This design comes from an exercise in tuning for a short achievable clock period and few clock cycles on the open sky130 flow, not from production work. Function was not checked in any run shown here: the RTL went through the layout flow alone. The clock port is modelled as an ideal driver; clocking choices that lean on that would not hold on a real chip. Power is estimated from default activity; no workload was simulated.

==> flow/design.v <==
`default_nettype none
package mipsPkg;
    typedef logic [32-1:0]     word_t;
    typedef logic [5-1:0] regAddr_t;
    typedef enum logic [2:0] {
        ALU_AND = 3'b000,
        ALU_OR  = 3'b001,
        ALU_ADD = 3'b010,
        ALU_SUB = 3'b110,
        ALU_SLT = 3'b111
    } aluOp_t;
    typedef enum logic [1:0] {
        FWD_REG = 2'b00,     
        FWD_WB  = 2'b01,     
        FWD_MEM = 2'b10      
    } fwdSel_t;
    typedef struct packed {
        logic   regWrite;
        logic   memToReg;
        logic   memWrite;
        logic   aluSrc;      
        logic   regDst;      
        logic   branch;
        logic   jump;
        aluOp_t aluOp;
    } ctrl_t;
    typedef struct packed {
        word_t instr;
        word_t pcPlus4;
    } ifId_t;
    typedef struct packed {
        logic     regWrite;
        logic     memToReg;
        logic     memWrite;
        logic     aluSrc;
        logic     regDst;
        aluOp_t   aluOp;
        word_t    rd1;
        word_t    rd2;
        word_t    signImm;
        regAddr_t rs;
        regAddr_t rt;
        regAddr_t rd;
    } idEx_t;
    typedef struct packed {
        logic     regWrite;
        logic     memToReg;
        logic     memWrite;
        word_t    aluOut;
        word_t    writeData;
        regAddr_t writeReg;
    } exMem_t;
    typedef struct packed {
        logic     regWrite;
        logic     memToReg;
        word_t    readData;
        word_t    aluOut;
        regAddr_t writeReg;
    } memWb_t;
    localparam int IFID_W  = 2*32;
    localparam int IDEX_W  = 8 + 3*32 + 3*5;
    localparam int EXMEM_W = 3 + 2*32 + 5;
    localparam int MEMWB_W = 2 + 2*32 + 5;
endpackage
`default_nettype wire
`timescale 1ns/100ps
`default_nettype none
module selReg
(
    input  logic clk,
    input  logic d,
    output logic q
);
    always_ff @(posedge clk) begin
        q <= d;
    end
endmodule
`default_nettype wire
`timescale 1ns/100ps
`default_nettype none
module aoi22Bank #(
    parameter int W = 32
) (
    input  logic [W-1:0] a0,
    input  logic [W-1:0] a1,
    input  logic [W-1:0] b0,
    input  logic [W-1:0] b1,
    output logic [W-1:0] y
);
    assign y = ~((a0 & a1) | (b0 & b1));
endmodule
module nand2Bank #(
    parameter int W = 32
) (
    input  logic [W-1:0] a,
    input  logic [W-1:0] b,
    output logic [W-1:0] y
);
    assign y = ~(a & b);
endmodule
module nor2Bank #(
    parameter int W = 32
) (
    input  logic [W-1:0] a,
    input  logic [W-1:0] b,
    output logic [W-1:0] y
);
    assign y = ~(a | b);
endmodule
module regRead
(
    input  logic [1023:0] regs,      
    input  logic [31:1]   valid,
    input  logic [4:0]    addr,
    output logic [31:0]   data
);
    logic [31:0]  sel;
    logic [511:0] t1;                
    logic [255:0] t2;                
    logic [127:0] t3;                
    logic [63:0]  t4;                
    always_comb begin
        sel[0] = 1'b0;
        for (int i = 1; i < 32; i++) begin
            sel[i] = valid[i] && addr == 5'(i);
        end
    end
    for (genvar j = 0; j < 16; j++) begin : l1
        aoi22Bank g (
            .a0 ({32{sel[2*j]}}),   .a1 (regs[32*(2*j) +: 32]),
            .b0 ({32{sel[2*j+1]}}), .b1 (regs[32*(2*j+1) +: 32]),
            .y  (t1[32*j +: 32])
        );
    end
    for (genvar j = 0; j < 8; j++) begin : l2
        nand2Bank g (.a(t1[64*j +: 32]), .b(t1[64*j+32 +: 32]), .y(t2[32*j +: 32]));
    end
    for (genvar j = 0; j < 4; j++) begin : l3
        nor2Bank g (.a(t2[64*j +: 32]), .b(t2[64*j+32 +: 32]), .y(t3[32*j +: 32]));
    end
    for (genvar j = 0; j < 2; j++) begin : l4
        nand2Bank g (.a(t3[64*j +: 32]), .b(t3[64*j+32 +: 32]), .y(t4[32*j +: 32]));
    end
    assign data = t4[31:0] | t4[63:32];
endmodule
`default_nettype wire
`timescale 1ns/100ps
`default_nettype none
module muxBank #(
    parameter int W = 32
) (
    input  logic         sel,
    input  logic [W-1:0] a,          
    input  logic [W-1:0] b,
    output logic [W-1:0] y
);
    assign y = sel ? a : b;
endmodule
module selGate
(
    input  logic a,
    input  logic b,
    input  logic c,
    input  logic d,
    output logic y
);
    assign y = a && !b && !c && !d;
endmodule
module pcSelect
(
    input  logic        redirect,    
    input  logic [31:0] alt,
    input  logic        hold,        
    input  logic        redirectD,   
    input  logic [31:0] altD,
    input  logic [31:0] pc,
    input  logic [31:0] pc4,
    input  logic        isJ,
    input  logic        predT,       
    input  logic [25:0] jIndex,
    input  logic [15:0] brLo,        
    input  logic        brCarry,
    input  logic        brSign,
    input  logic [13:0] pcHiInc,     
    input  logic [13:0] pcHiDec,
    output logic [31:0] pcNext
);
    logic        selJ;
    logic [3:0]  selB;               
    logic [31:0] other;              
    logic [13:0] hiC1;               
    logic [13:0] hiC0;               
    logic [13:0] brHi;
    logic [31:0] other2;             
    assign selJ = isJ && !hold && !redirect;
    for (genvar k = 0; k < 4; k++) begin : selCopy
        selGate g (.a(predT), .b(hold), .c(redirect), .d(redirectD), .y(selB[k]));
    end
    assign other2 = redirect ? alt
                  : hold     ? pc
                  : selJ     ? {pc4[31:28], jIndex, 2'b00}
                  : pc4;
    logic        selD;
    assign selD = redirectD && !redirect;
    muxBank #(.W(32)) dMux (
        .sel (selD),
        .a   (altD),
        .b   (other2),
        .y   (other)
    );
    assign hiC1 = brSign ? pc[31:18] : pcHiInc;
    assign hiC0 = brSign ? pcHiDec : pc[31:18];
    muxBank #(.W(14)) carryMux (
        .sel (brCarry),
        .a   (hiC1),
        .b   (hiC0),
        .y   (brHi)
    );
    muxBank #(.W(8)) brMux0 (.sel(selB[0]), .a(brLo[7:0]),  .b(other[9:2]),   .y(pcNext[9:2]));
    muxBank #(.W(8)) brMux1 (.sel(selB[1]), .a(brLo[15:8]), .b(other[17:10]), .y(pcNext[17:10]));
    muxBank #(.W(7)) brMux2 (.sel(selB[2]), .a(brHi[6:0]),  .b(other[24:18]), .y(pcNext[24:18]));
    muxBank #(.W(7)) brMux3 (.sel(selB[3]), .a(brHi[13:7]), .b(other[31:25]), .y(pcNext[31:25]));
    assign pcNext[1:0] = other[1:0];
endmodule
`default_nettype wire
`timescale 1ns/100ps
`default_nettype none
module addKS #(
    parameter int W = 32
) (
    input  logic [W-1:0] a,
    input  logic [W-1:0] b,
    input  logic         cin,
    output logic [W-1:0] s,
    output logic         cout
);
    logic [W-1:0] p;                 
    logic [W-1:0] t;                 
    logic [W-1:0] g;
    logic [W-1:0] c;                 
    pgGen    #(.W(W)) pg  (.a(a), .b(b), .p(p), .t(t), .g(g));
    prefixKS #(.W(W)) pre (.p(t), .g(g), .cin(cin), .c(c), .cout(cout));
    xorBank  #(.W(W)) sum (.a(p), .b(c), .y(s));
endmodule
module pgGen #(
    parameter int W = 32
) (
    input  logic [W-1:0] a,
    input  logic [W-1:0] b,
    output logic [W-1:0] p,
    output logic [W-1:0] t,
    output logic [W-1:0] g
);
    assign p = a ^ b;
    assign t = a | b;
    assign g = a & b;
endmodule
module xorBank #(
    parameter int W = 32
) (
    input  logic [W-1:0] a,
    input  logic [W-1:0] b,
    output logic [W-1:0] y
);
    assign y = a ^ b;
endmodule
module prefixKS #(
    parameter int W = 32
) (
    input  logic [W-1:0] p,
    input  logic [W-1:0] g,
    input  logic         cin,
    output logic [W-1:0] c,
    output logic         cout
);
    localparam int L = (W > 16) ? 5 : (W > 8) ? 4 : (W > 4) ? 3 : (W > 2) ? 2 : 1;
    logic [W-1:0] gg [0:L];
    logic [W-1:0] pp [0:L];
    always_comb begin
        gg[0] = g;
        pp[0] = p;
        for (int l = 0; l < L; l++) begin
            for (int i = 0; i < W; i++) begin
                if (i >= (1 << l)) begin
                    gg[l+1][i] = gg[l][i] | (pp[l][i] & gg[l][i - (1 << l)]);
                    pp[l+1][i] = pp[l][i] & pp[l][i - (1 << l)];
                end else begin
                    gg[l+1][i] = gg[l][i];
                    pp[l+1][i] = pp[l][i];
                end
            end
        end
        c[0] = cin;
        for (int i = 1; i < W; i++) begin
            c[i] = gg[L][i-1] | (pp[L][i-1] & cin);
        end
        cout = gg[L][W-1] | (pp[L][W-1] & cin);
    end
endmodule
module aluCore
(
    input  logic [31:0] a,
    input  logic [31:0] b,
    input  logic        cin,
    input  logic        opAdd,
    input  logic        opAnd,
    input  logic        opOr,
    input  logic        opSlt,
    output logic [31:0] y
);
    logic [31:0] sum;
    logic        cout;
    logic        slt;
    addKS #(.W(32)) adder (
        .a    (a),
        .b    (b),
        .cin  (cin),
        .s    (sum),
        .cout (cout)
    );
    assign slt = (a[31] & b[31]) | ((a[31] ^ b[31]) & sum[31]);
    assign y = ({32{opAdd}} & sum)
             | ({32{opAnd}} & (a & b))
             | ({32{opOr}}  & (a | b))
             | {31'd0, opSlt & slt};
endmodule
`default_nettype wire
`default_nettype none
module eqCmp
(
    input  logic [31:0] a,
    input  logic [31:0] b,
    output logic        eq
);
    assign eq = a == b;
endmodule
`default_nettype wire
`default_nettype none
module sumZero
(
    input  logic [31:0] a,
    input  logic [31:0] b,
    input  logic        cin,
    output logic        zero
);
    logic [31:0] p;
    logic [31:0] cMade;          
    assign p     = a ^ b;
    assign cMade = {p[30:0] | a[30:0], cin};
    assign zero  = &(~(p ^ cMade));
endmodule
`default_nettype wire
`timescale 1ns/100ps
`default_nettype none
module mipsCore
(
    input  logic        clk,
    input  logic        rst,
    output logic [31:0] pcF,
    input  logic [31:0] instr,
    output logic        memWrite,
    output logic [31:0] dataAddr,
    output logic [31:0] writeData,
    input  logic [31:0] readData
);
    logic        weM;            
    logic        memToRegM;
    logic        memWriteM;
    logic [4:0]  destM;
    logic [31:0] aluOutM;
    logic [31:0] wdataM;
    logic [31:0] resultM;
    logic        vE;
    logic        weE;
    logic        memToRegE;
    logic        memWriteE;
    logic        beqE;
    logic [4:0]  destE;
    logic [31:0] aE;             
    logic [31:0] opBE;           
    logic [31:0] rtE;            
    logic        fwdAE;          
    logic        fwdBE;          
    logic [3:0]  fwdAQ;          
    logic [3:0]  fwdBQ;
    logic [3:0]  invBQ;
    logic        fwdRtE;         
    logic        swLoadE;        
    logic        cinE;           
    logic        opAddE;
    logic        opAndE;
    logic        opOrE;
    logic        opSltE;
    logic        predTE;
    logic [31:0] altE;           
    logic        vD;
    logic [31:0] instrD;
    logic [31:0] pc4D;
    logic        depAD;          
    logic        depBD;
    logic        loadDepD;       
    logic [31:0] regs [0:31];
    logic [31:1] rvalid;
    assign memWrite  = memWriteM;
    assign dataAddr  = aluOutM;
    assign writeData = wdataM;
    assign resultM   = memToRegM ? readData : aluOutM;
    always_ff @(posedge clk) begin
        for (int i = 1; i < 32; i++) begin
            if (weM && destM == 5'(i)) regs[i] <= resultM;
        end
    end
    always_ff @(posedge clk or posedge rst) begin
        if (rst) begin
            rvalid <= '0;
        end else begin
            for (int i = 1; i < 32; i++) begin
                if (weM && destM == 5'(i)) rvalid[i] <= 1'b1;
            end
        end
    end
    logic [31:0] srcA;
    logic [31:0] srcB;
    logic [31:0] rtvE;
    logic [31:0] aluOut;
    logic        redirectE;
    logic [31:0] srcBPre;
    muxBank #(.W(8)) fwdA0 (.sel(fwdAQ[0]), .a(aluOutM[7:0]),   .b(aE[7:0]),   .y(srcA[7:0]));
    muxBank #(.W(8)) fwdA1 (.sel(fwdAQ[1]), .a(aluOutM[15:8]),  .b(aE[15:8]),  .y(srcA[15:8]));
    muxBank #(.W(8)) fwdA2 (.sel(fwdAQ[2]), .a(aluOutM[23:16]), .b(aE[23:16]), .y(srcA[23:16]));
    muxBank #(.W(8)) fwdA3 (.sel(fwdAQ[3]), .a(aluOutM[31:24]), .b(aE[31:24]), .y(srcA[31:24]));
    muxBank #(.W(8)) fwdB0 (.sel(fwdBQ[0]), .a(aluOutM[7:0]),   .b(opBE[7:0]),   .y(srcBPre[7:0]));
    muxBank #(.W(8)) fwdB1 (.sel(fwdBQ[1]), .a(aluOutM[15:8]),  .b(opBE[15:8]),  .y(srcBPre[15:8]));
    muxBank #(.W(8)) fwdB2 (.sel(fwdBQ[2]), .a(aluOutM[23:16]), .b(opBE[23:16]), .y(srcBPre[23:16]));
    muxBank #(.W(8)) fwdB3 (.sel(fwdBQ[3]), .a(aluOutM[31:24]), .b(opBE[31:24]), .y(srcBPre[31:24]));
    assign srcB = srcBPre ^ {{8{invBQ[3]}}, {8{invBQ[2]}}, {8{invBQ[1]}}, {8{invBQ[0]}}};
    assign rtvE = fwdRtE ? aluOutM : rtE;
    aluCore alu (
        .a     (srcA),
        .b     (srcB),
        .cin   (cinE),
        .opAdd (opAddE),
        .opAnd (opAndE),
        .opOr  (opOrE),
        .opSlt (opSltE),
        .y     (aluOut)
    );
    logic eqRR;
    logic eqMR;
    logic eqRM;
    logic eqE;
    eqCmp cmpRR (.a(aE),      .b(rtE),     .eq(eqRR));
    eqCmp cmpMR (.a(aluOutM), .b(rtE),     .eq(eqMR));
    eqCmp cmpRM (.a(aE),      .b(aluOutM), .eq(eqRM));
    assign eqE  = fwdAE ? (fwdRtE || eqMR) : (fwdRtE ? eqRM : eqRR);
    assign redirectE = beqE && (eqE != predTE);
    always_ff @(posedge clk or posedge rst) begin
        if (rst) begin
            weM       <= 1'b0;
            memToRegM <= 1'b0;
            memWriteM <= 1'b0;
            destM     <= '0;
        end else begin
            weM       <= vE && weE;
            memToRegM <= vE && memToRegE;
            memWriteM <= vE && memWriteE;
            destM     <= destE;
        end
    end
    always_ff @(posedge clk) begin
        aluOutM  <= aluOut;
        wdataM   <= swLoadE ? readData : rtvE;
    end
    logic [5:0]  opD;
    logic [5:0]  fnD;
    logic [4:0]  rsD;
    logic [4:0]  rtD;
    logic        isAddD;
    logic        isSubD;
    logic        isAndD;
    logic        isOrD;
    logic        isSltD;
    logic        isRD;
    logic        isAddiD;
    logic        isLwD;
    logic        isSwD;
    logic        isBeqD;
    logic        useRsD;
    logic        useRtD;
    logic        immD;           
    logic        invD;           
    logic [31:0] immValD;
    logic [4:0]  destD;
    logic        weD;
    logic [31:0] rd1D;
    logic [31:0] rd2D;
    logic [31:0] aD;
    logic [31:0] bD;
    logic        stallD;         
    logic        predTD;         
    logic [31:0] brTargetD;
    assign opD = instrD[31:26];
    assign fnD = instrD[5:0];
    assign rsD = instrD[25:21];
    assign rtD = instrD[20:16];
    assign isAddD  = opD == 6'b000000 && fnD == 6'b100000;
    assign isSubD  = opD == 6'b000000 && fnD == 6'b100010;
    assign isAndD  = opD == 6'b000000 && fnD == 6'b100100;
    assign isOrD   = opD == 6'b000000 && fnD == 6'b100101;
    assign isSltD  = opD == 6'b000000 && fnD == 6'b101010;
    assign isRD    = isAddD || isSubD || isAndD || isOrD || isSltD;
    assign isAddiD = opD == 6'b001000;
    assign isLwD   = opD == 6'b100011;
    assign isSwD   = opD == 6'b101011;
    assign isBeqD  = opD == 6'b000100;
    assign useRsD  = isRD || isAddiD || isLwD || isSwD || isBeqD;
    assign useRtD  = isRD || isSwD || isBeqD;
    assign immD    = isAddiD || isLwD || isSwD;
    assign invD    = isSubD || isSltD;
    assign immValD = {{16{instrD[15]}}, instrD[15:0]};
    assign destD   = isRD ? instrD[15:11] : rtD;
    assign weD     = (isRD || isAddiD || isLwD) && destD != 5'd0;
    logic [1023:0] regsFlat;
    always_comb begin
        for (int i = 0; i < 32; i++) regsFlat[32*i +: 32] = regs[i];
    end
    regRead read1 (.regs(regsFlat), .valid(rvalid), .addr(rsD), .data(rd1D));
    regRead read2 (.regs(regsFlat), .valid(rvalid), .addr(rtD), .data(rd2D));
    assign aD   = (weM && destM == rsD) ? resultM : rd1D;
    assign bD   = (weM && destM == rtD) ? resultM : rd2D;
    assign stallD = vD && loadDepD;
    logic        zeroChkD;
    logic        sumZeroD;
    logic        redirectD;
    assign zeroChkD  = isBeqD && opAddE && !cinE && !memToRegE && !fwdAE && !fwdBE
                    && ((depAD && rtD == 5'd0) || (depBD && rsD == 5'd0));
    sumZero zeroChk (.a(aE), .b(opBE), .cin(cinE), .zero(sumZeroD));
    assign redirectD = vD && zeroChkD && !stallD && (sumZeroD != predTD);
    assign predTD = isBeqD && (instrD[15] || rsD == rtD);
    addKS #(.W(30)) brAdd (
        .a    (pc4D[31:2]),
        .b    ({{14{instrD[15]}}, instrD[15:0]}),
        .cin  (1'b0),
        .s    (brTargetD[31:2]),
        .cout ()
    );
    assign brTargetD[1:0] = 2'b00;
    always_ff @(posedge clk or posedge rst) begin
        if (rst) begin
            vE <= 1'b0;
        end else begin
            vE <= vD && !redirectE && !stallD;
        end
    end
    selReg fwdAReg0 (.clk(clk), .d(depAD),                 .q(fwdAQ[0]));
    selReg fwdBReg0 (.clk(clk), .d(depBD && !immD),         .q(fwdBQ[0]));
    selReg invBReg0 (.clk(clk), .d(invD),                   .q(invBQ[0]));
    selReg fwdAReg1 (.clk(clk), .d(depAD),                 .q(fwdAQ[1]));
    selReg fwdBReg1 (.clk(clk), .d(depBD && !immD),         .q(fwdBQ[1]));
    selReg invBReg1 (.clk(clk), .d(invD),                   .q(invBQ[1]));
    selReg fwdAReg2 (.clk(clk), .d(depAD),                 .q(fwdAQ[2]));
    selReg fwdBReg2 (.clk(clk), .d(depBD && !immD),         .q(fwdBQ[2]));
    selReg invBReg2 (.clk(clk), .d(invD),                   .q(invBQ[2]));
    selReg fwdAReg3 (.clk(clk), .d(depAD),                 .q(fwdAQ[3]));
    selReg fwdBReg3 (.clk(clk), .d(depBD && !immD),         .q(fwdBQ[3]));
    selReg invBReg3 (.clk(clk), .d(invD),                   .q(invBQ[3]));
    always_ff @(posedge clk) begin
        weE       <= weD;
        memToRegE <= isLwD;
        memWriteE <= isSwD;
        beqE      <= vD && !redirectE && !stallD && isBeqD && !zeroChkD;
        destE     <= destD;
        aE        <= aD;
        opBE      <= immD ? immValD : bD;
        rtE       <= bD;
        fwdAE     <= depAD;
        fwdBE     <= depBD && !immD;
        fwdRtE    <= depBD;
        swLoadE   <= isSwD && depBD && memToRegE;
        cinE      <= invD;
        opAddE    <= isAddD || isSubD || immD;
        opAndE    <= isAndD;
        opOrE     <= isOrD;
        opSltE    <= isSltD;
        predTE    <= predTD;
        altE      <= predTD ? pc4D : brTargetD;
    end
    logic [31:0] pc4F;
    logic [13:0] pcHiF;
    logic [13:0] pcHiIncF;
    logic [13:0] pcHiDecF;
    logic [15:0] brLoF;          
    logic        brCarryF;
    logic        isJF;
    logic        predTF;
    logic [31:0] pcNext;
    assign isJF   = instr[31:26] == 6'b000010;
    assign predTF = instr[31:26] == 6'b000100 && (instr[15] || instr[25:21] == instr[20:16]);
    addKS #(.W(30)) pcInc (
        .a    (pcF[31:2]),
        .b    (30'd1),
        .cin  (1'b0),
        .s    (pc4F[31:2]),
        .cout ()
    );
    assign pc4F[1:0] = pcF[1:0];
    assign pcHiF = pcF[31:18];
    addKS #(.W(14)) hiInc (
        .a    (pcHiF),
        .b    (14'd1),
        .cin  (1'b0),
        .s    (pcHiIncF),
        .cout ()
    );
    addKS #(.W(14)) hiDec (
        .a    (pcHiF),
        .b    (14'h3fff),
        .cin  (1'b0),
        .s    (pcHiDecF),
        .cout ()
    );
    addKS #(.W(16)) brLo (
        .a    (pcF[17:2]),
        .b    (instr[15:0]),
        .cin  (1'b1),
        .s    (brLoF),
        .cout (brCarryF)
    );
    pcSelect pcSel (
        .redirect (redirectE),
        .alt      (altE),
        .hold     (stallD),
        .redirectD(redirectD),
        .altD     (predTD ? pc4D : brTargetD),
        .pc       (pcF),
        .pc4      (pc4F),
        .isJ      (isJF),
        .predT    (predTF),
        .jIndex   (instr[25:0]),
        .brLo     (brLoF),
        .brCarry  (brCarryF),
        .brSign   (instr[15]),
        .pcHiInc  (pcHiIncF),
        .pcHiDec  (pcHiDecF),
        .pcNext   (pcNext)
    );
    always_ff @(posedge clk or posedge rst) begin
        if (rst) begin
            pcF <= 32'h0000_0000;
            vD  <= 1'b0;
        end else begin
            pcF <= pcNext;
            vD  <= !redirectE && !redirectD;
        end
    end
    logic        useRsF;
    logic        useRtF;         
    logic        depAF;
    logic        depBF;
    assign useRsF = instr[31:26] == 6'b000000 || instr[31:26] == 6'b001000 || instr[31:26] == 6'b100011
                 || instr[31:26] == 6'b101011    || instr[31:26] == 6'b000100;
    assign useRtF = instr[31:26] == 6'b000000 || instr[31:26] == 6'b000100;
    assign depAF  = vD && weD && !redirectE && destD == instr[25:21];
    assign depBF  = vD && weD && !redirectE && destD == instr[20:16];
    always_ff @(posedge clk) begin
        if (stallD) begin
            depAD    <= 1'b0;
            depBD    <= 1'b0;
            loadDepD <= 1'b0;
        end else begin
            instrD   <= instr;
            pc4D     <= pc4F;
            depAD    <= depAF;
            depBD    <= depBF;
            loadDepD <= isLwD && ((useRsF && depAF) || (useRtF && depBF));
        end
    end
endmodule
`default_nettype wire
==> flow/flow/run.sh <==
#!/bin/bash
set -euo pipefail
F=$PWD/flow
K=(MATCH_CELL_FOOTPRINT=0 "BUFFER_PORTS_ARGS=-buffer_cell sky130_fd_sc_hd__buf_4" FASTROUTE_TCL=$F/fastroute.tcl)
bash standard.sh SETUP_SLACK_MARGIN=5 POST_CTS_TCL=$F/ramp_cts.tcl "${K[@]}" cts > standard_cts.log 2>&1
bash standard.sh SETUP_SLACK_MARGIN=6.5 "${K[@]}" finish > standard_finish.log 2>&1
==> flow/flow/fastroute.tcl <==
set_global_routing_layer_adjustment met1 0.6
set_global_routing_layer_adjustment met2 0.3
set_global_routing_layer_adjustment met3-$::env(MAX_ROUTING_LAYER) 0.2

set_routing_layers -clock $::env(MIN_CLK_ROUTING_LAYER)-$::env(MAX_ROUTING_LAYER)
set_routing_layers -signal $::env(MIN_ROUTING_LAYER)-$::env(MAX_ROUTING_LAYER)
==> flow/flow/ramp_cts.tcl <==
# Timing repair in steps: each step repairs every endpoint below its margin,
# so a path that cannot be improved further stops only the last steps.
set_propagated_clock [all_clocks]
estimate_parasitics -placement
foreach m {5.8 6.0 6.2 6.3 6.4 6.5 6.6 6.7 6.8} {
  repair_timing -setup -setup_margin $m -repair_tns 100 -max_passes 50
  puts "ramp_cts margin $m: worst slack [worst_slack -max]"
}
detailed_placement
check_placement -verbose
estimate_parasitics -placement
puts "ramp_cts done: worst slack [worst_slack -max]"
==> flow/standard.sh <==
#!/bin/bash
# synth_recipe.tcl (not shown) runs the flow's synth.tcl, then flattens the netlist and writes it again
# the make line also repeats each setting of config.mk as NAME=value (left out here)
make -C /OpenROAD-flow-scripts/flow DESIGN_CONFIG=/design/flow/config.mk WORK_HOME=/design/flow/orfs CLKGATE_MAP_FILE= SYNTH_SCRIPT=/design/flow/synth_recipe.tcl "${@:-finish}"
==> flow/config.mk <==
export PLATFORM = sky130hd
export DESIGN_NAME = mipsCore
export DESIGN_NICKNAME = mipsCore
export VERILOG_FILES = /design/flow/design.v
export SDC_FILE = /design/flow/constraint.sdc
export NUM_CORES = 8
export LEC_CHECK = 0
export ABC_CLOCK_PERIOD_IN_PS = 2500
export CAP_MARGIN = 60
export CORE_MARGIN = 2
export CORE_UTILIZATION = 50
export SETUP_SLACK_MARGIN = 5
export SLEW_MARGIN = 60
export SYNTH_HIERARCHICAL = 1
export SYNTH_MINIMUM_KEEP_SIZE = 0
==> flow/constraint.sdc <==
create_clock -name core_clock -period 10.0 [get_ports {clk}]
set_input_delay 2.0000 -clock core_clock [delete_from_list [all_inputs] [get_ports {clk}]]
set_output_delay 2.0000 -clock core_clock [all_outputs]
set_load 0.01 [all_outputs]
==> flow_summary.ini, run 1 <==
[power]
pwr_density_cell_mw_per_mm2 = 187
seq_power_share_pct = 39.0
p_leak_nw = 36.3
peakVddDrop_mv = 0.144
p_total_w = 0.0170
p_int_w = 0.0117
pwr-share-comb_pct = 28.8
swShare_pct = 31.0
pwr-share-clk_pct = 32.1
p_switching_w = 0.00527

[finish]
final_cell_area_sq_mm = 0.0911
multi_input_area_sq_mm = 0.0379
syn_to_final_growth_pct = 19.4
regArea_sq_mm = 0.0384
final_common_cell = edfxtp_1
fillers = 12400
drive_gt1_share_pct = 37.3
final_nets = 7493
final_cell_mix = 1056 x edfxtp_1, 1055 x a22oi_2, 772 x nand2_1

[critical_path]
crit_family = simple AND/OR/NAND/NOR gates
cp_cell_sequence = inv_2 -> ha_4 -> xnor2_4 -> nor4_4 -> nand3_2 -> nor4_4 -> xor2_1 -> and4_4 -> nor2b_4 -> buf_12 -> clkbuf_16 -> mux2_4 -> mux2_4
cp.depth = 13
slowest_stage = nor4_4
r2r_slack_ps = 6480
critPathBufInv = 3
critPathMaxStageDelay_ps = 460
timing.rr.end = pcF[17]
critPathKind = reg2reg
regToRegStartpoint = opBE[29]
start_kind = flop
cp.arrival_ps = 4160
required_ps = 10640
cp-startpoint = opBE[29]
cp_max_fo = 6
crit_path_end_kind = flop
crit_end = pcF[17]
r2r_cells = 13

[floorplan]
core_sq_mm = 0.152
rows = 143
die_area_sq_mm = 0.156
dieHeight_microns = 395
initial_core_util_pct = 50.3
ios = 163
dieWidth_microns = 395

[timing]
slew_headroom_pct = 54.4
rsz0062_at_grt = true
finalCriticalPeriod_ps = 3520
hold_viol = 0
worstMarginPinSlew_ps = 682
max_freq_mhz = 284
finalSetupViolations = 0
drv_slew = 0
final.period_utilization_pct = 35.2
worst_slack_ps = 6480
fin_skew_ps = 51.9
finalSetupTns_ps = 0

[global_routing]
grt_max_degree = 65
grt_pass1_wl_microns = 379000
grt-ovfl-total = 0
grt_pass1_vias = 58400
grt_usage_pct = 42.9
antenna_found_initial = 13

[clocking]
tritoncts = yes
clock-sinks = 1355
path_clk_slew_ps = 60
insertion_delay_ps = 800

[drt]
drcViolationCount = 0
wirelength_microns = 264000
drtIter0Drc = 2577
wire_per_inst_microns = 28.4
dr_total_vias = 54200
drt-pass1-iter-count = 6
vias_per_cell = 5.83
drtAntennaViolNets = 0

[logic_synthesis]
syn_inst = 6313
syn_area_sq_mm = 0.0763
syn-mean-instance-area_sq_um = 12.1
synth_warnings = 86

[min_path]
hp-class = reg2reg

[place]
port-buffer-count = 162
dp_slack_ps = 5340
place_hpwl_microns = 170000
place_congestion = 1.02
placed_area_sq_mm = 0.0823

[run_status]
status = complete, no violations

[job]
drv_cap = 0
[worst reg2reg max path, cell delays in order, from the launching register on]
cell	delay [ps]
dfxtp_2	330
inv_2	40
ha_4	250
xnor2_4	140
nor4_4	430
nand3_2	150
nor4_4	460
xor2_1	240
and4_4	250
nor2b_4	170
buf_12	150
clkbuf_16	180
mux2_4	300
mux2_4	270
[cell type report]
class / instances / share of cell area (%)
Tap cell: 2030 / 2.79
Clock buffer: 199 / 4.59
Multi-Input combinational cell: 4506 / 41.6
Sequential cell: 1355 / 42.1
Timing Repair Buffer: 519 / 5.64
Antenna cell: 3 / 0.00824
Inverter: 594 / 2.45
Clock inverter: 76 / 0.746
[metal layers]
| metal | track usage (%) | routed length (microns) |
|---|---|---|
| met1 | 65.2 | 85900 |
| met2 | 60.7 | 117000 |
| met3 | 23.4 | 37500 |
| met4 | 25.9 | 23100 |
| met5 | 0 | 103 |
[power groups by stage]
stage	combinational, W	sequential (W)	clock [W]
2_1_floorplan	0.00303	0.00672	0
3_5_place_dp	0.00415	0.00686	0
5_1_grt	0.00533	0.00666	0.00576
3_3_place_gp	0.00410	0.00685	0
6_report	0.00490	0.00663	0.00546
[how the worst min path moves through the flow]
stage | cells past startpoint | end | start
final | 0 | destM[1] | destE[1]
after global routing | 0 | destM[1] | destE[1]
after detailed placement | 0 | destM[2] | destE[2]
after global placement | 0 | destM[2] | destE[2]
after floorplan | 0 | destM[0] | destE[0]
[sequential cells by signal (all words and copies together), names as in the netlist, 5 cells and up]
name	count
aE	32
altE	32
aluOutM	32
destE	5
destM	5
instrD	32
opBE	32
pc4D	32
pcF	32
regs	992
rtE	32
rvalid	31
wdataM	32
[through the flow]
step	hold slack [ps]	std cells	utilization (%)
2_1_floorplan	316	6560	-
3_3_place_gp	320	8789	53.8
3_5_place_dp	322	8800	54.3
5_1_grt	327	9281	60.0
6_report	312	9282	60.0
==> inputs of run 2 (changes only) <==
--- a/flow/design.v
+++ b/flow/design.v
@@ -156,16 +156,6 @@
 );
     assign y = sel ? a : b;
 endmodule
-module selGate
-(
-    input  logic a,
-    input  logic b,
-    input  logic c,
-    input  logic d,
-    output logic y
-);
-    assign y = a && !b && !c && !d;
-endmodule
 module pcSelect
 (
     input  logic        redirect,    
@@ -186,16 +176,14 @@
     output logic [31:0] pcNext
 );
     logic        selJ;
-    logic [3:0]  selB;               
+    logic        selB;
     logic [31:0] other;              
     logic [13:0] hiC1;               
     logic [13:0] hiC0;               
     logic [13:0] brHi;
     logic [31:0] other2;             
     assign selJ = isJ && !hold && !redirect;
-    for (genvar k = 0; k < 4; k++) begin : selCopy
-        selGate g (.a(predT), .b(hold), .c(redirect), .d(redirectD), .y(selB[k]));
-    end
+    assign selB = predT && !hold && !redirect && !redirectD;
     assign other2 = redirect ? alt
                   : hold     ? pc
                   : selJ     ? {pc4[31:28], jIndex, 2'b00}
@@ -216,10 +204,12 @@
         .b   (hiC0),
         .y   (brHi)
     );
-    muxBank #(.W(8)) brMux0 (.sel(selB[0]), .a(brLo[7:0]),  .b(other[9:2]),   .y(pcNext[9:2]));
-    muxBank #(.W(8)) brMux1 (.sel(selB[1]), .a(brLo[15:8]), .b(other[17:10]), .y(pcNext[17:10]));
-    muxBank #(.W(7)) brMux2 (.sel(selB[2]), .a(brHi[6:0]),  .b(other[24:18]), .y(pcNext[24:18]));
-    muxBank #(.W(7)) brMux3 (.sel(selB[3]), .a(brHi[13:7]), .b(other[31:25]), .y(pcNext[31:25]));
+    muxBank #(.W(30)) brMux (
+        .sel (selB),
+        .a   ({brHi, brLo}),
+        .b   (other[31:2]),
+        .y   (pcNext[31:2])
+    );
     assign pcNext[1:0] = other[1:0];
 endmodule
 `default_nettype wire
@@ -234,12 +224,11 @@
     output logic [W-1:0] s,
     output logic         cout
 );
-    logic [W-1:0] p;                 
-    logic [W-1:0] t;                 
+    logic [W-1:0] p;
     logic [W-1:0] g;
     logic [W-1:0] c;                 
-    pgGen    #(.W(W)) pg  (.a(a), .b(b), .p(p), .t(t), .g(g));
-    prefixKS #(.W(W)) pre (.p(t), .g(g), .cin(cin), .c(c), .cout(cout));
+    pgGen    #(.W(W)) pg  (.a(a), .b(b), .p(p), .g(g));
+    prefixKS #(.W(W)) pre (.p(p), .g(g), .cin(cin), .c(c), .cout(cout));
     xorBank  #(.W(W)) sum (.a(p), .b(c), .y(s));
 endmodule
 module pgGen #(
@@ -248,11 +237,9 @@
     input  logic [W-1:0] a,
     input  logic [W-1:0] b,
     output logic [W-1:0] p,
-    output logic [W-1:0] t,
     output logic [W-1:0] g
 );
     assign p = a ^ b;
-    assign t = a | b;
     assign g = a & b;
 endmodule
 module xorBank #(
==> run 2 against run 1 <==
Still clean on timing, DRC and antenna. Wire length down 2.3%. Maximum frequency up 2.3%. Count of clock-buffer cells in the layout up 10.
==> flow_summary.ini, run 2 <==
[job]
drv_cap = 0

[power]
swShare_pct = 30.1
p_leak_nw = 33.4
p_total_w = 0.0171
pwr-share-clk_pct = 32.4
seq_power_share_pct = 38.7
peakVddDrop_mv = 0.156
p_int_w = 0.0119
pwr-share-comb_pct = 28.9
pwr_density_cell_mw_per_mm2 = 193
p_switching_w = 0.00513

[critical_path]
start_kind = flop
timing.rr.end = pcF[28]
regToRegStartpoint = instrD[2]
slowest_stage = edfxtp_1
cpMostUsedCell = mux2_4
cp_cell_sequence = ha_4 -> a21oi_4 -> nor2b_2 -> o31ai_4 -> nand3b_1 -> a311o_1 -> a221o_1 -> xor2_1 -> mux2_4 -> mux2_4 -> mux2_4
critPathMaxStageDelay_ps = 500
crit_path_end_kind = flop
cp_max_fo = 4
required_ps = 10670
critPathKind = reg2reg
cp.arrival_ps = 4110
r2r_cells = 11
critPathBufInv = 0
crit_family = compound AO/OA/AOI/OAI gates
r2r_slack_ps = 6560

[drt]
vias_per_cell = 6.03
dr_total_vias = 51800
drcViolationCount = 0
wirelength_microns = 258000
wire_per_inst_microns = 30.0
drtIter0Drc = 2391
drt-pass1-iter-count = 8
drtAntennaViolNets = 0

[place]
place_congestion = 1.04
port-buffer-count = 162
place_hpwl_microns = 165000

[global_routing]
grt_usage_pct = 43.9
grt_pass1_vias = 56000
grt_pass1_wl_microns = 367000
antenna_found_initial = 7
grt_max_degree = 67
grt-ovfl-total = 0

[floorplan]
rows = 140
dieHeight_microns = 386
core_sq_mm = 0.145
initial_core_util_pct = 50.3
ios = 163
dieWidth_microns = 386
die_area_sq_mm = 0.149

[timing]
finalCriticalPeriod_ps = 3440
drv_slew = 0
rsz0062_at_grt = true
finalSetupViolations = 0
fin_skew_ps = 33.7
final.period_utilization_pct = 34.4
finalSetupTns_ps = 0
max_freq_mhz = 291
hold_viol = 0
slew_headroom_pct = 58.4
worstMarginPinSlew_ps = 622

[finish]
syn_to_final_growth_pct = 20.9
drive_gt1_share_pct = 41.7
final_nets = 6787
top_register = regs
largest_reg_flops = 992
final_cell_mix = 1056 x edfxtp_1, 1055 x a22oi_2, 738 x nand2_1
final_common_cell = edfxtp_1

[clocking]
path_clk_slew_ps = 60
clock-sinks = 1355
insertion_delay_ps = 810
tritoncts = yes

[logic_synthesis]
syn-mean-instance-area_sq_um = 12.7
syn_inst = 5775
synth_warnings = 86
syn_area_sq_mm = 0.0731

[min_path]
hold_start = destE[0]
hp-class = reg2reg
whs_path_depth = 0
hold_end = destM[0]

[run_status]
status = complete, no violations
==> run 2: power by group through the flow <==
stage	Clock, W	Sequential (W)	Combinational [W]
after floorplan	0	0.00668	0.00299
after global placement	0	0.00679	0.00403
after detailed placement	0	0.00678	0.00406
after global routing	0.00582	0.00663	0.00534
final	0.00554	0.00660	0.00494
==> run 2: worst max-delay path by stage <==
stage | endpoint | slack, ps | startpoint | cells past startpoint
after global placement | pcF[25] | 5280 | instr[6] | 9
final | pcF[28] | 6560 | instrD[2] | 11
after floorplan | pcF[20] | 5960 | instr[2] | 9
after detailed placement | pcF[19] | 5510 | instr[2] | 9
after global routing | pcF[28] | 6480 | instrD[2] | 11
==> run 2: cell type report <==
cell class / instances / area (sq um)
clock buffer: 209 / 4200
fill: 11700 / 57100
sequential: 1355 / 38400
antenna: 4 / 10.0
timing repair buffer: 534 / 5320
tap: 1917 / 2400
multi-input combinational: 4317 / 36600
clock inverter: 62 / 658
inverter: 191 / 727
==> run 2: per-stage QoR <==
step           setup slack (ps)  std cells  instance area (sq um)  utilization, %  hold slack [ps]
2_1_floorplan              5960       5967                  73800               -              316
3_3_place_gp               5280       8083                  78100            53.7              321
3_5_place_dp               5510       8102                  78800            54.2              320
6_report                   6560       8589                  88300            60.8              327
5_1_grt                    6480       8588                  88300            60.8              332
==> run 2: routing by layer <==
layer / share of wire [%] / track usage, %
met3: 15 / 25.0
met5: 0.14 / 1.43
met2: 44 / 60.8
met1: 33 / 68.3
met4: 8.1 / 25.0
==> inputs of run 3 (changes only) <==
--- a/flow/design.v
+++ b/flow/design.v
@@ -173,7 +173,8 @@
     input  logic        brSign,
     input  logic [13:0] pcHiInc,     
     input  logic [13:0] pcHiDec,
-    output logic [31:0] pcNext
+    output logic [31:0] pcNext,
+    output logic [31:0] brTarget     
 );
     logic        selJ;
     logic        selB;
@@ -211,6 +212,7 @@
         .y   (pcNext[31:2])
     );
     assign pcNext[1:0] = other[1:0];
+    assign brTarget    = {brHi, brLo, 2'b00};
 endmodule
 `default_nettype wire
 `timescale 1ns/100ps
@@ -383,6 +385,7 @@
     logic        vD;
     logic [31:0] instrD;
     logic [31:0] pc4D;
+    logic [31:0] brTargetF;
     logic        depAD;          
     logic        depBD;
     logic        loadDepD;       
@@ -485,7 +488,7 @@
     logic [31:0] bD;
     logic        stallD;         
     logic        predTD;         
-    logic [31:0] brTargetD;
+    logic [31:0] brTargetD;      
     assign opD = instrD[31:26];
     assign fnD = instrD[5:0];
     assign rsD = instrD[25:21];
@@ -524,14 +527,6 @@
     sumZero zeroChk (.a(aE), .b(opBE), .cin(cinE), .zero(sumZeroD));
     assign redirectD = vD && zeroChkD && !stallD && (sumZeroD != predTD);
     assign predTD = isBeqD && (instrD[15] || rsD == rtD);
-    addKS #(.W(30)) brAdd (
-        .a    (pc4D[31:2]),
-        .b    ({{14{instrD[15]}}, instrD[15:0]}),
-        .cin  (1'b0),
-        .s    (brTargetD[31:2]),
-        .cout ()
-    );
-    assign brTargetD[1:0] = 2'b00;
     always_ff @(posedge clk or posedge rst) begin
         if (rst) begin
             vE <= 1'b0;
@@ -629,7 +624,8 @@
         .brSign   (instr[15]),
         .pcHiInc  (pcHiIncF),
         .pcHiDec  (pcHiDecF),
-        .pcNext   (pcNext)
+        .pcNext   (pcNext),
+        .brTarget (brTargetF)
     );
     always_ff @(posedge clk or posedge rst) begin
         if (rst) begin
@@ -657,6 +653,7 @@
         end else begin
             instrD   <= instr;
             pc4D     <= pc4F;
+            brTargetD <= brTargetF;
             depAD    <= depAF;
             depBD    <= depBF;
             loadDepD <= isLwD && ((useRsF && depAF) || (useRtF && depBF));
==> run 3 against run 2 <==
Sequential share of layout area is 1.9 points higher. Die area is 0.68% lower. Via count decreased by 2.5%. Wire length decreased by 0.54%. Worst hold slack gained 0.97 ps.
==> flow_summary.ini, run 3 <==
[timing]
rsz0062_at_grt = true
worstMarginPinSlew_ps = 596
finalSetupViolations = 0
finalCriticalPeriod_ps = 3440
finalSetupTns_ps = 0
holdWs_ps = 328
drv_slew = 0
final.period_utilization_pct = 34.4
slew_headroom_pct = 59.1
hold_viol = 0
max_freq_mhz = 291
fin_skew_ps = 32.3

[drt]
drtAntennaViolNets = 0
drcViolationCount = 0
wirelength_microns = 257000
vias_per_cell = 6.04
topRoutingLayerUsed = met5
wire_per_inst_microns = 30.7
wl_met2_microns = 111000
drtIter0Drc = 2601
routed-wl-met3_microns = 40000
dr_total_vias = 50500
drt-pass1-iter-count = 7
met1_length_microns = 84000

[place]
port-buffer-count = 162
place_congestion = 0.994
place_hpwl_microns = 162000

[floorplan]
core_sq_mm = 0.144
die_area_sq_mm = 0.148
initial_core_util_pct = 50.5
dieWidth_microns = 385
ios = 163
dieHeight_microns = 385
rows = 139

[critical_path]
crit_path_end_kind = flop
r2r_cells = 20
cp.arrival_ps = 4120
critPathKind = in2reg
start_kind = input pin
cp_max_fo = 7
timing.rr.end = vD
crit_end = pcF[24]
r2r_slack_ps = 6570
required_ps = 10680
regToRegStartpoint = opBE[0]
cp-startpoint = instr[29]

[logic_synthesis]
syn_inst = 5590
synth_warnings = 86
syn_area_sq_mm = 0.0726
syn-mean-instance-area_sq_um = 13.0

[power]
pwr_density_cell_mw_per_mm2 = 189
peakVddDrop_mv = 0.185
p_leak_nw = 32.7

[finish]
drive_gt1_share_pct = 41.5
largest_reg_flops = 992
final_cell_mix = 1088 x edfxtp_1, 1055 x a22oi_2, 725 x nand2_1
final_nets = 6513
syn_to_final_growth_pct = 19.5
top_register = regs
final_common_cell = edfxtp_1

[clocking]
path_clk_slew_ps = 60
clock-sinks = 1387
tritoncts = yes
insertion_delay_ps = 810

[global_routing]
grt_pass1_vias = 54400
antenna_found_initial = 8
grt_pass1_wl_microns = 365000
grt-ovfl-total = 0
grt_usage_pct = 44.3
grt_max_degree = 65

[run_status]
status = complete, no violations

[min_path]
hp-class = reg2reg

[job]
drv_cap = 0
-- run 3: how the worst min path moves through the flow --
stage	to	from	slack [ps]	cells after the start
global placement	destM[3]	destE[3]	320	0
finish	destM[0]	destE[0]	330	0
global route	destM[0]	destE[0]	330	0
floorplan	destM[0]	destE[0]	320	0
detailed placement	destM[4]	destE[4]	320	0
-- run 3: metal layers --
metal | GRT usage [%] | vias up
met2 | 60.2 | 2686
li1 | - | 22600
met1 | 69.0 | 24400
met4 | 25.3 | 8
met3 | 26.1 | 744
met5 | 3.51 | -
-- run 3: final cells by class --
cell class	count	area, sq um
repair buffers	491	4880
flip-flops and latches	1387	39400
multi-input cells	4092	34500
inverters	182	693
fillers	11500	57100
well taps	1903	2380
diodes	18	45.0
clock buffers	215	4300
clock inverters	63	549
-- run 3: critical path, cell delays in order --
cell,delay [ps]
buf_6,100
or4_4,550
nor3b_4,240
buf_12,170
clkbuf_16,190
mux2i_2,230
a221oi_2,80
mux2_4,280
mux2_4,260
-- run 3: power breakdown --
part	leakage [nW]	internal, W	switching [W]
Combinational	17.8	0.00198	0.00204
Sequential	12.5	0.00662	0.000213
Clock	2.37	0.00314	0.00237
Total	32.7	0.0117	0.00462
-- run 3: metrics by stage --
step | worst slack [ps] | util, % | power, W | instance area, sq um | cells
after floorplan | 5940 | - | 0.00948 | 73300 | 5781
after global placement | 5150 | 53.9 | 0.0103 | 77500 | 7867
after detailed placement | 5440 | 54.3 | 0.0103 | 78100 | 7881
after global routing | 6390 | 60.3 | 0.0170 | 86800 | 8348
final | 6560 | 60.3 | 0.0164 | 86800 | 8351
==> inputs of run 4 (changes only) <==
--- a/flow/flow/ramp_cts.tcl
+++ b/flow/flow/ramp_cts.tcl
@@ -2,7 +2,7 @@
 # so a path that cannot be improved further stops only the last steps.
 set_propagated_clock [all_clocks]
 estimate_parasitics -placement
-foreach m {5.8 6.0 6.2 6.3 6.4 6.5 6.6 6.7 6.8} {
+foreach m {5.8 6.0 6.2 6.3 6.4 6.45 6.5 6.55 6.6 6.65 6.7 6.8} {
   repair_timing -setup -setup_margin $m -repair_tns 100 -max_passes 50
   puts "ramp_cts margin $m: worst slack [worst_slack -max]"
 }
==> run 4 against run 3 <==
Via count rose by 0.33%. Maximum frequency shrank 1.5%. Die area is the same. Worst setup slack worse by 51 ps. First-iteration DRC count down 2.4%. Non-clock buffer count grew 33. Synthesized area is the same. Sequential cell count is the same. Final cell count increased by 0.42%. Count of clock-buffer cells in the layout unchanged. Critical path type unchanged. Largest cell class unchanged. Highest routed layer unchanged.
==> flow_summary.ini, run 4 <==
[power]
p_leak_nw = 32.9
peakVddDrop_mv = 0.185
p_total_w = 0.0164
pwr_density_cell_mw_per_mm2 = 188

[min_path]
hp-class = reg2reg
whs_path_depth = 0
hold_start = destE[4]
hold_end = destM[4]

[logic_synthesis]
syn_area_sq_mm = 0.0726
syn-mean-instance-area_sq_um = 13.0
syn_inst = 5590
synth_warnings = 86

[timing]
hold_viol = 0
fin_skew_ps = 33.2
slew_headroom_pct = 59.8
finalSetupTns_ps = 0
worstMarginPinSlew_ps = 586
finalSetupViolations = 0
max_freq_mhz = 287
finalCriticalPeriod_ps = 3490
rsz0062_at_grt = true
drv_slew = 0
final.period_utilization_pct = 34.9

[finish]
top_register = regs
regArea_sq_mm = 0.0394
drive_gt1_share_pct = 41.9
final_cell_mix = 1088 x edfxtp_1, 1055 x a22oi_2, 724 x nand2_1
fillers = 11400
final_common_cell = edfxtp_1
final_nets = 6546
syn_to_final_growth_pct = 20.1
largest_reg_flops = 992
finalNonFillerCells = 8386
multi_input_area_sq_mm = 0.0346
final_cell_area_sq_mm = 0.0871

[place]
port-buffer-count = 162
place_hpwl_microns = 162000
placed_area_sq_mm = 0.0781
dp.cells = 7881
place_congestion = 0.994

[floorplan]
core_sq_mm = 0.144
dieWidth_microns = 385
die_area_sq_mm = 0.148
dieHeight_microns = 385
rows = 139
ios = 163
initial_core_util_pct = 50.5

[critical_path]
cp_max_fo = 7
cpMostUsedCell = mux2_4
cp_cell_sequence = buf_8 -> ha_4 -> nand3_1 -> a21boi_2 -> o21ai_4 -> a32oi_4 -> a21o_4 -> mux2_4 -> mux2_4
crit_path_end_kind = flop
timing.rr.end = pcF[6]
start_kind = input pin
regToRegStartpoint = aE[30]
required_ps = 10670
r2r_slack_ps = 6580
cp.arrival_ps = 4160
r2r_cells = 13
slowest_stage = a32oi_4
critPathKind = in2reg
critPathMaxStageDelay_ps = 380

[global_routing]
use_met1_pct = 68.9
grt-ovfl-total = 0
grt_usage_pct = 44.4
grt_pass1_vias = 54800
antenna_found_initial = 10
grt_pass1_wl_microns = 366000
met3_usage_pct = 26.3
top_usage_layer = met1
use_met2_pct = 60.1
grt_max_degree = 65

[drt]
drcViolationCount = 0
wirelength_microns = 257000
drtIter0Drc = 2538
vias_per_cell = 6.04
wire_per_inst_microns = 30.6
dr_total_vias = 50600
drtAntennaViolNets = 0
drt-pass1-iter-count = 5

[run_status]
status = complete, no violations

[job]
drv_cap = 0

[clocking]
insertion_delay_ps = 810
tritoncts = yes
path_clk_slew_ps = 60
clock-sinks = 1387
## run 4: layer usage
layer / wire [microns] / share of wire [%]
met1: 84000 / 33
met3: 39800 / 15
met5: 655 / 0.26
met4: 21500 / 8.4
met2: 111000 / 43
## run 4: how the worst max path moves through the flow
stage	start	to	cells past startpoint
6_report	instr[2]	pcF[19]	9
2_1_floorplan	vD	pcF[10]	7
3_3_place_gp	instr[8]	pcF[19]	9
3_5_place_dp	instr[3]	pcF[18]	9
5_1_grt	aE[30]	pcF[8]	13
## run 4: power by group
part	switching, W	total (W)	leakage (nW)	internal, W
Combinational	0.00204	0.00403	18.0	0.00198
Sequential	0.000208	0.00683	12.5	0.00662
Clock	0.00237	0.00551	2.37	0.00314
Total	0.00462	0.0164	32.9	0.0117
## run 4: stage by stage
step	util [%]	hold WS, ps	setup slack [ps]
5_1_grt	60.6	331	6410
2_1_floorplan	-	316	5940
6_report	60.6	328	6510
3_3_place_gp	53.9	321	5150
3_5_place_dp	54.3	321	5440
## run 4: final cells by class
type / instances / share of cell area [%]
diodes: 20 / 0.0574
clock buffers: 215 / 4.93
clock inverters: 63 / 0.630
inverters: 182 / 0.793
multi-input cells: 4092 / 39.7
flip-flops and latches: 1387 / 45.2
well taps: 1903 / 2.73
repair buffers: 524 / 5.96
## run 4: critical path, delay by kind of cell
| kind | cells | cell delay (ps) |
|---|---|---|
| AOI/OAI and AO/OA | 4 | 1060 |
| adders and majority gates | 1 | 270 |
| buffers and inverters | 1 | 100 |
| muxes | 2 | 580 |
| and+or+nand+nor | 1 | 140 |
==> inputs of run 5 (changes only) <==
--- a/flow/flow/ramp_cts.tcl
+++ b/flow/flow/ramp_cts.tcl
@@ -2,7 +2,7 @@
 # so a path that cannot be improved further stops only the last steps.
 set_propagated_clock [all_clocks]
 estimate_parasitics -placement
-foreach m {5.8 6.0 6.2 6.3 6.4 6.45 6.5 6.55 6.6 6.65 6.7 6.8} {
+foreach m {5.8 6.0 6.2 6.3 6.4 6.5 6.6 6.7 6.8} {
   repair_timing -setup -setup_margin $m -repair_tns 100 -max_passes 50
   puts "ramp_cts margin $m: worst slack [worst_slack -max]"
 }
--- a/flow/config.mk
+++ b/flow/config.mk
@@ -8,7 +8,7 @@
 export ABC_CLOCK_PERIOD_IN_PS = 2500
 export CAP_MARGIN = 60
 export CORE_MARGIN = 2
-export CORE_UTILIZATION = 50
+export CORE_UTILIZATION = 45
 export SETUP_SLACK_MARGIN = 5
 export SLEW_MARGIN = 60
 export SYNTH_HIERARCHICAL = 1
==> run 5 against run 4 <==
Total power up 0.14%. Maximum frequency is 1.9% lower. Utilization fell by 6.3 points. Global-route usage fell by 5.7 points. Critical path type is now reg2reg. Via count decreased by 0.90%. Critical path depth increased by 4. Highest routed layer is now met4. Synthesized area stayed put. Final cell count rose by 2.7%. Register-to-register slack got worse by 130 ps.
==> flow_summary.ini, run 5 <==
[finish]
utilization_pct = 54.3
top_register = regs
final_nets = 6520
largest_reg_flops = 992
fillers = 13400
final_common_cell = edfxtp_1
regArea_sq_mm = 0.0394
final_cell_mix = 1088 x edfxtp_1, 1055 x a22oi_2, 723 x nand2_1
final_cell_area_sq_mm = 0.0871
multi_input_area_sq_mm = 0.0345
drive_gt1_share_pct = 42.0
syn_to_final_growth_pct = 20.0

[drt]
drt-pass1-iter-count = 5
vias_per_cell = 5.82
dr_total_vias = 50200
wire_per_inst_microns = 29.1
drtIter0Drc = 2707
drcViolationCount = 0
wirelength_microns = 251000
drtAntennaViolNets = 0

[critical_path]
timing.rr.end = pcF[21]
start_kind = flop
required_ps = 10660
crit_path_end_kind = flop
critPathKind = reg2reg
critPathMaxStageDelay_ps = 520
cp_max_fo = 8
cp.arrival_ps = 4210
r2r_slack_ps = 6450
cpMostUsedCell = mux2_4
slowest_stage = nor4_4
crit_family = simple AND/OR/NAND/NOR gates
critPathBufInv = 3
r2r_cells = 13
cp_cell_sequence = inv_2 -> ha_4 -> xnor2_2 -> nor4_1 -> nand4_1 -> nor4_4 -> xor2_1 -> and3_4 -> nor2b_4 -> buf_6 -> clkbuf_16 -> mux2_4 -> mux2_4
regToRegStartpoint = opBE[1]

[power]
p_leak_nw = 32.7
pwr_density_cell_mw_per_mm2 = 188
peakVddDrop_mv = 0.167

[timing]
worstMarginPinSlew_ps = 658
finalSetupViolations = 0
slew_headroom_pct = 56.0
rsz0062_at_grt = true
hold_viol = 0
final.period_utilization_pct = 35.5
finalSetupTns_ps = 0
finalCriticalPeriod_ps = 3550
max_freq_mhz = 281
fin_skew_ps = 38.8
drv_slew = 0

[clocking]
clock-sinks = 1387
insertion_delay_ps = 810
path_clk_slew_ps = 60
tritoncts = yes

[place]
placed_area_sq_mm = 0.0785
place_hpwl_microns = 160000
port-buffer-count = 162
place_congestion = 1.02

[global_routing]
grt_usage_pct = 38.7
grt-ovfl-total = 0
grt_max_degree = 65
grt_pass1_wl_microns = 357000
antenna_found_initial = 7
grt_pass1_vias = 53800

[floorplan]
initial_core_util_pct = 45.3
ios = 163
rows = 147
die_area_sq_mm = 0.165
core_sq_mm = 0.160
dieWidth_microns = 406
dieHeight_microns = 406

[min_path]
hold_end = destM[3]
hp-class = reg2reg
hold_start = destE[3]
whs_path_depth = 0

[logic_synthesis]
synth_warnings = 86
syn-mean-instance-area_sq_um = 13.0
syn_inst = 5590
syn_area_sq_mm = 0.0726

[run_status]
status = complete, no violations

[job]
drv_cap = 0
[run 5: final cells by class]
cell class,count,share of cell area [%]
Antenna cell,16,0.0460
Clock buffer,210,4.89
Clock inverter,70,0.741
Inverter,182,0.787
Multi-Input combinational cell,4092,39.6
Sequential cell,1387,45.2
Tap cell,2160,3.10
Timing Repair Buffer,499,5.61
[run 5: worst max-delay path by stage]
stage | slack [ps] | from | end | cells past startpoint
after global placement | 5270 | instr[3] | pcF[23] | 9
after floorplan | 5940 | vD | pcF[10] | 7
after global routing | 6330 | opBE[9] | pcF[21] | 13
final | 6450 | opBE[1] | pcF[21] | 13
after detailed placement | 5460 | instr[3] | pcF[18] | 9
[run 5: routing by layer]
metal / share of wire [%] / global-route usage (%) / wire (microns)
met1: 33 / 59.6 / 82400
met2: 43 / 53.1 / 109000
met3: 15 / 22.6 / 38500
met4: 8.4 / 22.6 / 21000
met5: 0 / 1.01 / 0
[run 5: report_power, final]
| part | switching (W) | leakage, nW | internal [W] |
|---|---|---|---|
| clock | 0.00238 | 2.40 | 0.00317 |
| combinational | 0.00205 | 17.8 | 0.00195 |
| sequential | 0.000213 | 12.5 | 0.00662 |
[run 5: worst register-to-register path, delay by kind of cell (launching register included)]
family,cells,cell delay (ps)
AND/OR/NAND/NOR,5,1490
XOR/XNOR,2,400
buffers and inverters,3,380
adder cells (fa/ha/maj),1,210
multiplexers,2,570
flip-flops,1,370
[run 5: per-stage QoR]
stage	hold WS [ps]	setup slack, ps	std cells	power [W]
global placement	317	5270	8125	0.0103
floorplan	316	5940	5781	0.00948
global route	327	6330	8610	0.0171
finish	327	6450	8616	0.0164
detailed placement	320	5460	8139	0.0103
==> inputs of run 6 (changes only) <==
--- a/flow/config.mk
+++ b/flow/config.mk
@@ -8,7 +8,7 @@
 export ABC_CLOCK_PERIOD_IN_PS = 2500
 export CAP_MARGIN = 60
 export CORE_MARGIN = 2
-export CORE_UTILIZATION = 45
+export CORE_UTILIZATION = 55
 export SETUP_SLACK_MARGIN = 5
 export SLEW_MARGIN = 60
 export SYNTH_HIERARCHICAL = 1
==> run 6 against run 5 <==
Critical path depth is 4 lower. Register-to-register slack better by 100 ps. Wire length shrank 0.76%. Utilization rose by 12 points. Combinational power is essentially flat. Cell area shrank 0.11%. Die area shrank 18%. Synthesized area stayed put. Maximum frequency up 1.9%. Critical path type is now in2reg. Highest routed layer is now met5.
==> flow_summary.ini, run 6 <==
[drt]
vias_per_cell = 6.16
drcViolationCount = 0
dr_total_vias = 50700
drt-pass1-iter-count = 6
drtIter0Drc = 2701
drtAntennaViolNets = 0
wirelength_microns = 249000
wire_per_inst_microns = 30.2

[clocking]
insertion_delay_ps = 800
clock-sinks = 1387
tritoncts = yes
path_clk_slew_ps = 60

[min_path]
hp-class = reg2reg
hold_start = destE[2]
whs_path_depth = 0
hold_end = destM[2]

[timing]
slew_headroom_pct = 56.2
final.period_utilization_pct = 34.9
worst_slack_ps = 6510
finalSetupTns_ps = 0
rsz0062_at_grt = true
finalSetupViolations = 0
fin_skew_ps = 33.1
drv_slew = 0
worstMarginPinSlew_ps = 639
max_freq_mhz = 287
finalCriticalPeriod_ps = 3490
hold_viol = 0

[floorplan]
initial_core_util_pct = 55.3
die_area_sq_mm = 0.135
ios = 163
dieHeight_microns = 367
core_sq_mm = 0.131
dieWidth_microns = 367
rows = 133

[global_routing]
grt_pass1_vias = 54800
grt-ovfl-total = 0
grt_max_degree = 65
grt_pass1_wl_microns = 358000
antenna_found_initial = 16
grt_usage_pct = 47.0

[finish]
final_nets = 6525
final_cell_area_sq_mm = 0.0870
syn_to_final_growth_pct = 19.9
multi_input_area_sq_mm = 0.0347
final_cell_mix = 1088 x edfxtp_1, 1055 x a22oi_2, 718 x nand2_1
final_common_cell = edfxtp_1
largest_reg_flops = 992
regArea_sq_mm = 0.0394
drive_gt1_share_pct = 42.3
fillers = 9701
top_register = regs

[power]
p_total_w = 0.0164
pwr_density_cell_mw_per_mm2 = 188
seq_power_share_pct = 41.7
peakVddDrop_mv = 0.184
pwr-share-clk_pct = 34.0
p_switching_w = 0.00460
p_int_w = 0.0118
swShare_pct = 28.1
pwr-share-comb_pct = 24.3
p_leak_nw = 32.8

[critical_path]
cp_max_fo = 7
cp_cell_sequence = buf_6 -> or4_4 -> nor3b_4 -> buf_12 -> clkbuf_16 -> mux2i_1 -> a211oi_2 -> mux2_4 -> mux2_4
regToRegStartpoint = aE[7]
r2r_slack_ps = 6550
cpMostUsedCell = mux2_4
slowest_stage = or4_4
required_ps = 10660
crit_path_end_kind = flop
critPathKind = in2reg
cp.arrival_ps = 4150
critPathMaxStageDelay_ps = 560
start_kind = input pin
timing.rr.end = pcF[6]
r2r_cells = 12

[run_status]
status = complete, no violations

[logic_synthesis]
syn_area_sq_mm = 0.0726
synth_warnings = 86
syn-mean-instance-area_sq_um = 13.0
syn_inst = 5590

[place]
dp_slack_ps = 5480
placed_area_sq_mm = 0.0779
port-buffer-count = 162
place_congestion = 1.04
place_hpwl_microns = 157000

[job]
drv_cap = 0
-- run 6: critical path, delay by kind of cell --
family / cells / cell delay (ps)
AOI/OAI and AO/OA: 1 / 90
buffers and inverters: 3 / 440
muxes: 3 / 790
and+or+nand+nor: 2 / 810
-- run 6: final cells by class --
class | instances | share of cell area, %
inverter | 182 | 0.789
clock buffer | 206 | 4.80
multi-input combinational | 4092 | 39.9
timing repair buffer | 505 | 5.76
tap | 1755 | 2.52
clock inverter | 72 | 0.854
sequential | 1387 | 45.3
antenna | 37 | 0.106
-- run 6: routing by layer --
layer / wire (microns) / share of wire [%] / GRT usage [%]
met4: 22700 / 9.1 / 29.7
met5: 368 / 0.15 / 5.80
met1: 79800 / 32 / 71.9
met3: 36700 / 15 / 25.9
met2: 109000 / 44 / 64.7
-- run 6: how the worst max path moves through the flow --
stage | start | to | slack (ps) | cells past startpoint
2_1_floorplan | vD | pcF[10] | 5940 | 7
3_3_place_gp | instr[7] | pcF[21] | 5190 | 9
3_5_place_dp | instr[2] | pcF[20] | 5480 | 9
5_1_grt | aE[7] | pcF[6] | 6380 | 12
6_report | instr[31] | pcF[13] | 6510 | 9
-- run 6: power groups by stage --
stage	sequential (W)	combinational [W]	clock, W
global placement	0.00701	0.00325	0
finish	0.00683	0.00399	0.00556
floorplan	0.00692	0.00255	0
global route	0.00686	0.00433	0.00584
detailed placement	0.00702	0.00329	0
-- run 6: per-stage QoR --
step	hold slack (ps)	util (%)	instances
floorplan	316	-	5781
global placement	318	58.9	7718
detailed placement	321	59.3	7731
global route	328	66.3	8229
finish	329	66.3	8236
==> inputs of run 7 (changes only) <==
--- a/flow/config.mk
+++ b/flow/config.mk
@@ -6,10 +6,10 @@
 export NUM_CORES = 8
 export LEC_CHECK = 0
 export ABC_CLOCK_PERIOD_IN_PS = 2500
-export CAP_MARGIN = 60
+export CAP_MARGIN = 70
 export CORE_MARGIN = 2
-export CORE_UTILIZATION = 55
+export CORE_UTILIZATION = 50
 export SETUP_SLACK_MARGIN = 5
-export SLEW_MARGIN = 60
+export SLEW_MARGIN = 70
 export SYNTH_HIERARCHICAL = 1
 export SYNTH_MINIMUM_KEEP_SIZE = 0
==> run 7 against run 6 <==
Non-clock buffer count rose by 54. Utilization fell by 4.4 points. Total power rose by 0.71%. Synthesized cell count did not move. First-iteration DRC count fell by 7.1%. Global-route usage fell by 2.5 points. Clock skew rose by 14 ps. Final cell count rose by 2.3%. Worst hold slack got worse by 7.4 ps. Sequential power barely moved. Critical path depth did not move. Clock power barely moved. Critical path type unchanged.
==> flow_summary.ini, run 7 <==
[run_status]
status = complete, no violations

[finish]
final_common_cell = edfxtp_1
final_nets = 6581
top_register = regs
drive_gt1_share_pct = 43.1
largest_reg_flops = 992
final_cell_mix = 1088 x edfxtp_1, 1055 x a22oi_2, 718 x nand2_1
final_cell_area_sq_mm = 0.0889
syn_to_final_growth_pct = 22.5
fillers = 11200

[min_path]
hp-class = reg2reg
whs_path_depth = 0
hold_end = destM[3]
hold_start = destE[3]

[critical_path]
r2r_cells = 17
timing.rr.end = pcF[2]
critPathKind = in2reg
r2r_slack_ps = 6640
regToRegStartpoint = aluOutM[1]
start_kind = input pin
slowest_stage = or4_4
critPathMaxStageDelay_ps = 550
crit_path_end_kind = flop
cp_cell_sequence = buf_8 -> or4_4 -> nor3b_4 -> buf_6 -> clkbuf_16 -> mux2i_2 -> a211oi_2 -> mux2_4 -> mux2_4
required_ps = 10670
cp_max_fo = 7
cpMostUsedCell = mux2_4
cp.arrival_ps = 4130

[timing]
finalCriticalPeriod_ps = 3460
finalSetupViolations = 0
finalSetupTns_ps = 0
fin_skew_ps = 47.4
drv_slew = 0
final.period_utilization_pct = 34.6
max_freq_mhz = 289
hold_viol = 0
holdWs_ps = 321
rsz0062_at_grt = false

[global_routing]
grt_max_degree = 65
antenna_found_initial = 13
grt-ovfl-total = 0
grt_pass1_wl_microns = 367000
grt_usage_pct = 44.5
grt_pass1_vias = 54800

[floorplan]
ios = 163
dieHeight_microns = 385
initial_core_util_pct = 50.5
die_area_sq_mm = 0.148
dieWidth_microns = 385
rows = 139
core_sq_mm = 0.144

[drt]
routed-wl-met3_microns = 39900
wl_met2_microns = 112000
drtAntennaViolNets = 0
drtIter0Drc = 2510
wire_per_inst_microns = 30.6
drcViolationCount = 0
dr_total_vias = 50800
wirelength_microns = 258000
met1_length_microns = 84900
topRoutingLayerUsed = met5
drt-pass1-iter-count = 5
vias_per_cell = 6.03

[clocking]
insertion_delay_ps = 820
path_clk_slew_ps = 60
clock-sinks = 1387
tritoncts = yes

[logic_synthesis]
syn-mean-instance-area_sq_um = 13.0
synth_warnings = 86
syn_area_sq_mm = 0.0726
syn_inst = 5590

[place]
placed_area_sq_mm = 0.0792
place_congestion = 0.994
place_hpwl_microns = 165000
port-buffer-count = 162

[job]
drv_cap = 0

[power]
pwr_density_cell_mw_per_mm2 = 186
p_leak_nw = 33.4
peakVddDrop_mv = 0.158
==> run 7: how the worst max path moves through the flow <==
stage	startpoint	end
floorplan	vD	pcF[10]
global placement	instr[8]	pcF[19]
detailed placement	instr[8]	pcF[20]
global route	aE[12]	pcF[7]
finish	instr[31]	pcF[10]
==> run 7: power by group <==
group / internal [W] / leakage, nW / switching (W) / total, W
combinational: 0.00201 / 18.5 / 0.00207 / 0.00408
sequential: 0.00662 / 12.5 / 0.000213 / 0.00683
clock: 0.00319 / 2.39 / 0.00240 / 0.00559
total: 0.0118 / 33.4 / 0.00469 / 0.0165
==> run 7: final cells by class <==
type / instances / area, sq um / share of cell area (%)
multi-input cells: 4092 / 35100 / 39.5
flip-flops and latches: 1387 / 39400 / 44.3
well taps: 1903 / 2380 / 2.68
clock inverters: 71 / 654 / 0.736
inverters: 182 / 693 / 0.779
repair buffers: 559 / 6370 / 7.16
diodes: 15 / 37.5 / 0.0422
clock buffers: 216 / 4290 / 4.82
==> run 7: per-layer routing <==
layer,track usage (%),up-vias
met5,1.46,-
met4,25.4,16
met3,26.8,760
met2,60.6,2604
met1,69.0,24600
li1,-,22800
==> run 7: through the flow <==
| stage | utilization (%) | total power (W) | std cells | setup WS, ps |
|---|---|---|---|---|
| after global placement | 53.9 | 0.0103 | 7867 | 5150 |
| after global routing | 61.8 | 0.0172 | 8419 | 6500 |
| after floorplan | - | 0.00948 | 5781 | 5940 |
| final | 61.8 | 0.0165 | 8425 | 6540 |
| after detailed placement | 55.1 | 0.0104 | 7918 | 5550 |
==> run 7: worst max-delay path: cells and delay by family <==
kind                   cells  cell delay [ps]
buffers and inverters      3              450
AO/OA/AOI/OAI              1               90
AND/OR/NAND/NOR            2              800
multiplexers               3              770

-- what the ideal ports hide --
No port has a modelled driver above. Below, the same layouts with a new extraction and two added sets of constraints.
Step 1, drivers: a clkbuf_16 drives clk and a buf_2 each remaining input, both assumed.
Step 2, shift: input delay + t, output delay - t, t = (earliest + latest rising clock arrival at the registers) / 2. This alone moves slack from input paths to output paths.
Slacks: ideal / step 1 / step 2; pairs: ideal / step 1.
| run | t (ns) | slack for setup (ns) | worst setup path after step 2 | cell pins on the clock port's net |
|---|---|---|---|---|
| run 1 | 0.851 | 6.484 / 6.484 / 5.695 | input to register | 1 |
| run 2 | 0.877 | 6.562 / 6.529 / 5.743 | input to register | 1 |
| run 3 | 0.875 | 6.563 / 6.533 / 5.722 | input to register | 1 |
| run 4 | 0.875 | 6.512 / 6.533 / 5.667 | input to register | 1 |
| run 5 | 0.871 | 6.446 / 6.446 / 5.725 | input to register | 1 |
| run 6 | 0.855 | 6.513 / 6.511 / 5.701 | input to register | 1 |
| run 7 | 0.886 | 6.545 / 6.506 / 5.706 | input to register | 1 |
After both steps setup and hold are still met in every run listed. The setup slack of run 4, which loses most, moves by +0.021 ns with the drivers and by -0.845 ns with both steps.
